Context: an optimization exercise on an open-source flow, tuned for small area and a short achievable clock period. The choices shown serve that exercise and are no tape-out recipe.
RTL that was checked went through simulation tests only; none was proved equivalent to the original.

==> flow/design.v (excerpt) <==
module finv_pipe #(
   parameter int LATENCY = 2
) (
   input  logic        clk,
   input  logic        rst,
   input  logic        valid_in,
   input  logic [31:0] x,
   output logic        valid_out,
   output logic [31:0] y,
   output logic        ovf
);
For scale: roughly 3,000 cells after synthesis, roughly 160 flip-flops, about 69 I/O pins.
Settings: LEC_CHECK=0, ABC_AREA=1, CAP_MARGIN=20, CORE_MARGIN=2, CORE_UTILIZATION=40, SLEW_MARGIN=20, SYNTH_HIERARCHICAL=1, SYNTH_MINIMUM_KEEP_SIZE=0; clock period 125.0 ns.
standard.sh (not shown) runs the stock make flow with config.mk's settings and CLKGATE_MAP_FILE= SYNTH_SCRIPT=/design/flow/synth_recipe.tcl, a recipe that flattens the netlist after the stock synthesis.
==> flow/flow/run.sh <==
#!/bin/bash
set -euo pipefail
bash standard.sh "BUFFER_PORTS_ARGS=-buffer_cell sky130_fd_sc_hd__buf_2" SETUP_SLACK_MARGIN=93 finish > make.log 2>&1
Then changed:
--- a/flow/design.v
+++ b/flow/design.v
@@ -179,42 +179,46 @@
             nv[2*(ND-j) +: 2] = {qt2[j] & qn2[j], qo2[j] & qn2[j]};
          end else begin
             pv[2*(ND-j) +: 2] = {q2[j] & ~qn[j], q1[j] & ~qn[j]};
             nv[2*(ND-j) +: 2] = {q2[j] & qn[j], q1[j] & qn[j]};
          end
       end
    end
-   logic [23:0] sq0, sq1;
-   assign sq0 = pv + ~nv;
-   assign sq1 = pv + ~nv + 24'd1;
-   function automatic logic [32:0] pack(input logic [23:0] sq, input logic b0,
-                                        input logic s, input logic nan, input logic inf,
-                                        input logic zro, input logic [7:0] eb,
-                                        input logic [22:0] mf);
-      logic cy, of, uf;
-      cy = sq[23];
-      of = (eb == 8'd254) && cy;
-      uf = (eb == 8'd0) && !cy;
-      if (nan)
-         pack = {1'b0, s, 8'hFF, 1'b1, mf[21:0]};
-      else if (inf || (!zro && of))
-         pack = {1'b1, s, 8'hFF, 23'h0};
-      else if (!zro && !uf)
-         pack = {1'b0, s, cy ? eb + 8'd1 : eb, sq[21:0], b0};
-      else
-         pack = 33'h0;
-   endfunction
-   logic [32:0] r0, r1;
-   assign r0 = pack(sq0, 1'b1, s2, nan2, inf2, zro2, eb2, mf2);
-   assign r1 = pack(sq1, up, s2, nan2, inf2, zro2, eb2, mf2);
-   assign {ovf, y} = dn ? r0 : r1;
+   logic [21:0] sq0, sq1;
+   logic [22:0] fr;
+   logic        cy, of, uf;
+   assign sq0 = pv[21:0] + ~nv[21:0];
+   assign sq1 = pv[21:0] + ~nv[21:0] + 22'd1;
+   finv_fmux u_fmux (.a({sq0, 1'b1}), .b({sq1, up}), .s(dn), .y(fr));
+   assign cy  = (mf2 == 23'h0);
+   assign of  = (eb2 == 8'd254) && cy;
+   assign uf  = (eb2 == 8'd0) && !cy;
+   always_comb begin
+      y   = 32'h0;
+      ovf = 1'b0;
+      if (nan2)
+         y = {s2, 8'hFF, 1'b1, mf2[21:0]};
+      else if (inf2 || (!zro2 && of)) begin
+         y   = {s2, 8'hFF, 23'h0};
+         ovf = 1'b1;
+      end else if (!zro2 && !uf)
+         y = {s2, cy ? eb2 + 8'd1 : eb2, fr};
+   end
 endmodule
 module finv_fa (
    input  logic a,
    input  logic b,
    input  logic c,
    output logic s,
    output logic co
 );
    assign s  = a ^ b ^ c;
    assign co = (a & b) | (a & c) | (b & c);
 endmodule
+module finv_fmux (
+   input  logic [22:0] a,
+   input  logic [22:0] b,
+   input  logic        s,
+   output logic [22:0] y
+);
+   assign y = s ? a : b;
+endmodule
The new run passed the timing, DRC and antenna checks.
Clock-buffer cell count is unchanged.
Die area barely changes.
Routed wire length decreases by 1.5%.
Hold slack improves by 0.0062 ns.
Final area decreases by 0.45%.
Maximum frequency increases by 1.1%.
Synthesized cell count hardly moves.
Setup slack improves by 0.33 ns.
For the first run of this note, only the layout was checked, not whether the RTL still works.

* * *

== main ==
Starting RTL as in the previous note.
## finv_pipe
module finv_pipe #(
   parameter int LATENCY = 2
) (
   input  logic        clk,
   input  logic        rst,
   input  logic        valid_in,
   input  logic [31:0] x,
   output logic        valid_out,
   output logic [31:0] y,
   output logic        ovf
);
clock: 125.0 ns
lec_check: 0
abc_area: 1
cap_margin: 20
core_margin: 2
core_utilization: 40
cts_buf_list: sky130_fd_sc_hd__clkbuf_4 sky130_fd_sc_hd__clkbuf_8
slew_margin: 20
synth_hierarchical: 1
synth_minimum_keep_size: 0
==> flow/flow/run.sh <==
#!/bin/bash
set -euo pipefail
bash standard.sh "BUFFER_PORTS_ARGS=-buffer_cell sky130_fd_sc_hd__buf_2" SETUP_SLACK_MARGIN=92 finish > make.log 2>&1
main reached the end of the flow, and the finished layout is clean on the timing, DRC and antenna checks.
The following lists how the feature branch was set up differently from main:
-- flow/design.v --
<<< main, line 15
   localparam int ND = 12;    
   localparam int W  = 25;    
   localparam int KA = 3;     
   localparam int LB = 12;    
   function automatic logic [3:0] qsel_f(input logic [6:0] s, input logic [6:0] c,
                                         input logic [2:0] d3);
>>> the feature branch, line 15
   localparam int ND = 12;    
   localparam int W  = 25;    
   localparam int KA = 2;     
   localparam int LB = 11;    
   function automatic logic [3:0] qsel_f(input logic [6:0] s, input logic [6:0] c,
                                         input logic [2:0] d3);
<<< main, line 46
   logic        nan_a, inf_a, zro_a;
   logic [7:0]  eb_a;      
   assign s_a = x[31];
   assign e_a = x[30:23];
>>> the feature branch, line 46
   logic        nan_a, inf_a, zro_a;
   logic [7:0]  eb_a;      
   logic [W-1:0] dm_a;
   assign s_a = x[31];
   assign e_a = x[30:23];
<<< main, line 64
      end
   end
   localparam logic [191:0] Q2TBL = 192'h000000000249249249249249db6db6db6db6d6db6db68000;
   localparam logic [1535:0] Q3TBL = 1536'h000000000000000000249249249249249249249249249249249249249249249249492492db6db6db6db6db6db6db6db6db6db6db6dadb6db6db6db6db6db6db6db6db6d000000000000000000000000000000000249249249249249249249249db6db6db6db6db6db6db6db6db6dadb6db6db6db6db6db6db6db6da00000000000000000049249249249249249249252492492db6db6db6d6db6db6db6db6db6d00000000000000004924924924924a492db6db6db6dadb6db6db6db40000000;
   localparam logic [12287:0] Q4TBL = 12288'h000000000000000000000000000000000000249249249249249249249249249249249249249249249249249249249249249249249249249249249249249249249249249249249249db6db6db6db6db6db6db6db6db6db6db6db6db6db6db6db6db6db6db6db6db6db6db6db6db6db6db6db6b6db6db6db6db6db6db6db6db6db6db6db6db6db6db6db6db6db6db6db6db6db6db6db6db6db6db6db6db6db6d000000000000000000000000000000000000000000000000000000000000000000000000000000249249249249249249249249249249249249249249249249249249249249249249249249249249249249249249492492492492492492492492492492492492492492db6db6db6db6db6db6db6db6db6db6db6db6db6b6db6db6db6db6db6db6db6db6db6db6db6db6db6db6db6db6db6db6db6db6db6db6db6db6d000000000000000000000000000000000000000000000000000000000000000000000000009249249249249249249249249249249249249249249249249249249249249249249249249252492492492492492492492492492492492492492492492492492492492492db6db6db6db6db6db6dadb6db6db6db6db6db6db6db6db6db6db6db6db6db6db6db6db6db6db6db40000000000000000000000000000000000000000000000000000000000000000000000249249249249249249249249249249249249249249249249249249249249249249249249492492db6db6db6db6db6db6db6db6db6db6db6db6db6db6db6db6db6db6b6db6db6db6db6db6db6db6db6db6db6db6db6db6db6db6db6db6db6d000000000000000000000000000000000000000000000000000000000000000000009249249249249249249249249249249249249249249249249249249252492492492492492492492492492db6db6db6db6db6db6db6db6db6db6b6db6db6db6db6db6db6db6db6db6db6db6db6db6db6db6db6db6d000000000000000000000000000000000000000000000000000000000000000249249249249249249249249249249249249249249249db6db6db6db6db6db6db6db6db6db6db6db6db6db6db6db6db6db6db6db6db5b6db6db6db6db6db6db6db6db6db6db6db6db6db6db6db6db6db6db40a00000000000000000000000000000000000001249249249249249249249249249249249249249249249249249292492492492492492db6db6db6db6db6db6db6db6db6db6db5b6db6db6db6db6db6db6db6db6db6db6db6db6db6db6db6db6db6800000000000000000000000000000000000000924924924924924924924924924924924924924924924a492492492492492492492492492492492492492db6db6db6dadb6db6db6db6db6db6db6db6db6db6db6db6db6db6da0000000000000000000000000000000000004924924924924924924924924924924924924924924a492492492db6db6db6db6db6db6db6db6db6db6db6dadb6db6db6db6db6db6db6db6db6db6db6db6db6db4000000000000000000000000000000000124924924924924924924924924924924924924924a492492492492492492492db6db6db6db6db6dadb6db6db6db6db6db6db6db6db6db6db6db6da00000000000000000000000000000000049249249249249249249249249249249249292492492492492db6db6db6db6db6db6db6d6db6db6db6db6db6db6db6db6db6db6db68000000000000000000000000000000009249249249249249249249249249249249252492492492492db6db6db6db6db5b6db6db6db6db6db6db6db6db6db6db6da0000000000000000000000000000000924924924924924924924924924924924a492492492492db6db6db6db6db6db6d6db6db6db6db6db6db6db6db68000000000000000000000000000000249249249249249249249249252492492db6db6db6db6db6db6db6db6dadb6db6db6db6db6db6db6db40000000000000000000000000000009249249249249249249249249492492492db6db6db6db6db6db6b6db6db6db6db6db6db6db6d000000000000000000000000000009249249249249249249249252db6db6db6db6db6db6db6b6db6db6db6db6db6db6db6d000000000000000;
   logic [KA+1:2][2:0] qa;
   assign qa[2] = Q2TBL[3 * mf_a[22:17] +: 3];
   assign qa[3] = Q3TBL[3 * mf_a[22:14] +: 3];
   assign qa[4] = Q4TBL[3 * mf_a[22:11] +: 3];
   logic         v1, s1, nan1, zro1, inf1;
   logic [7:0]   eb1;
>>> the feature branch, line 65
      end
   end
   logic [KA+1:0][W-1:0] as, ac;
   logic [KA+1:2][2:0]   qa;
   assign dm_a  = {2'b01, mf_a};
   assign as[1] = ~(mf_a[22] ? dm_a : (dm_a << 1));
   assign ac[1] = W'(1) + (W'(1) << 24);
   for (genvar j = 2; j <= KA + 1; j++) begin : g_arow
      logic [3:0]   q;
      logic [W-1:0] s4, c4, op;
      assign q  = qsel_f(as[j-1][W-1:W-7], ac[j-1][W-1:W-7], mf_a[22:20]);
      assign qa[j] = q[2:0];
      assign s4 = as[j-1] << 2;
      assign c4 = ac[j-1] << 2;
      assign op = ((q[1] ? (dm_a << 1) : '0) | (q[0] ? dm_a : '0)) ^ {W{q[3]}};
      assign as[j] = s4 ^ c4 ^ op;
      assign ac[j] = {(s4[W-2:0] & c4[W-2:0]) | (s4[W-2:0] & op[W-2:0]) | (c4[W-2:0] & op[W-2:0]), q[3]};
   end
   logic         v1, s1, nan1, zro1, inf1;
   logic [7:0]   eb1;
==> comparison <==
The feature branch vs main — non-clock buffer count climbed by a little under 10%
Detailed-route via count on the feature branch is ahead of main.
The feature branch reports a lower final wirelength than main does.
Summary of the feature branch over main: cell area increased about 6%, met2 usage in global routing shows a reduction of 6.2 points, utilization climbed 1.5 points, clock-pin slew reported for the worst setup and hold paths after clock tree synthesis now sits lower.
From main to the feature branch the numbers moved as follows: die area up 2.4%, worst reg-to-reg path cell count went up 3.3%, overall routing resource usage dropped 4.0 points, fraction of the cycle the final worst path needs grew by 0.65 points.
Only the layout flow was run in main; the RTL was not checked for function there.

-- what the ideal ports hide --
Ports are ideal in the flow. The routed layouts listed here were re-timed in OpenROAD. Step 1, drivers: a clkbuf_16 drives clk and a buf_2 each remaining input, both assumed. Step 2 moves the port delays by t, midway between the first and last clock arrival at a register: inputs arrive t later, outputs are due t later. That takes back most of the time a late clock gives input paths. Slacks: no drivers / after step 1 / after step 2; pairs: no drivers / after step 1.
| run | t (ns) | setup WS [ns] | slew at the worst register clock pin (ns) | worst data-port slew with drivers (ns) |
|---|---|---|---|---|
| the first run of note 1 | 0.546 | 93.570 / 93.506 / 94.051 | 0.09 / 0.09 | 0.04 |
| the second run of note 1 | 0.538 | 93.902 / 93.846 / 94.384 | 0.08 / 0.08 | 0.05 |
| main | 0.621 | 92.589 / 92.532 / 93.153 | 0.13 / 0.13 | 0.04 |
| the feature branch | 0.566 | 91.772 / 91.714 / 92.183 | 0.12 / 0.12 | 0.05 |
After both steps setup and hold are still met in every run listed.
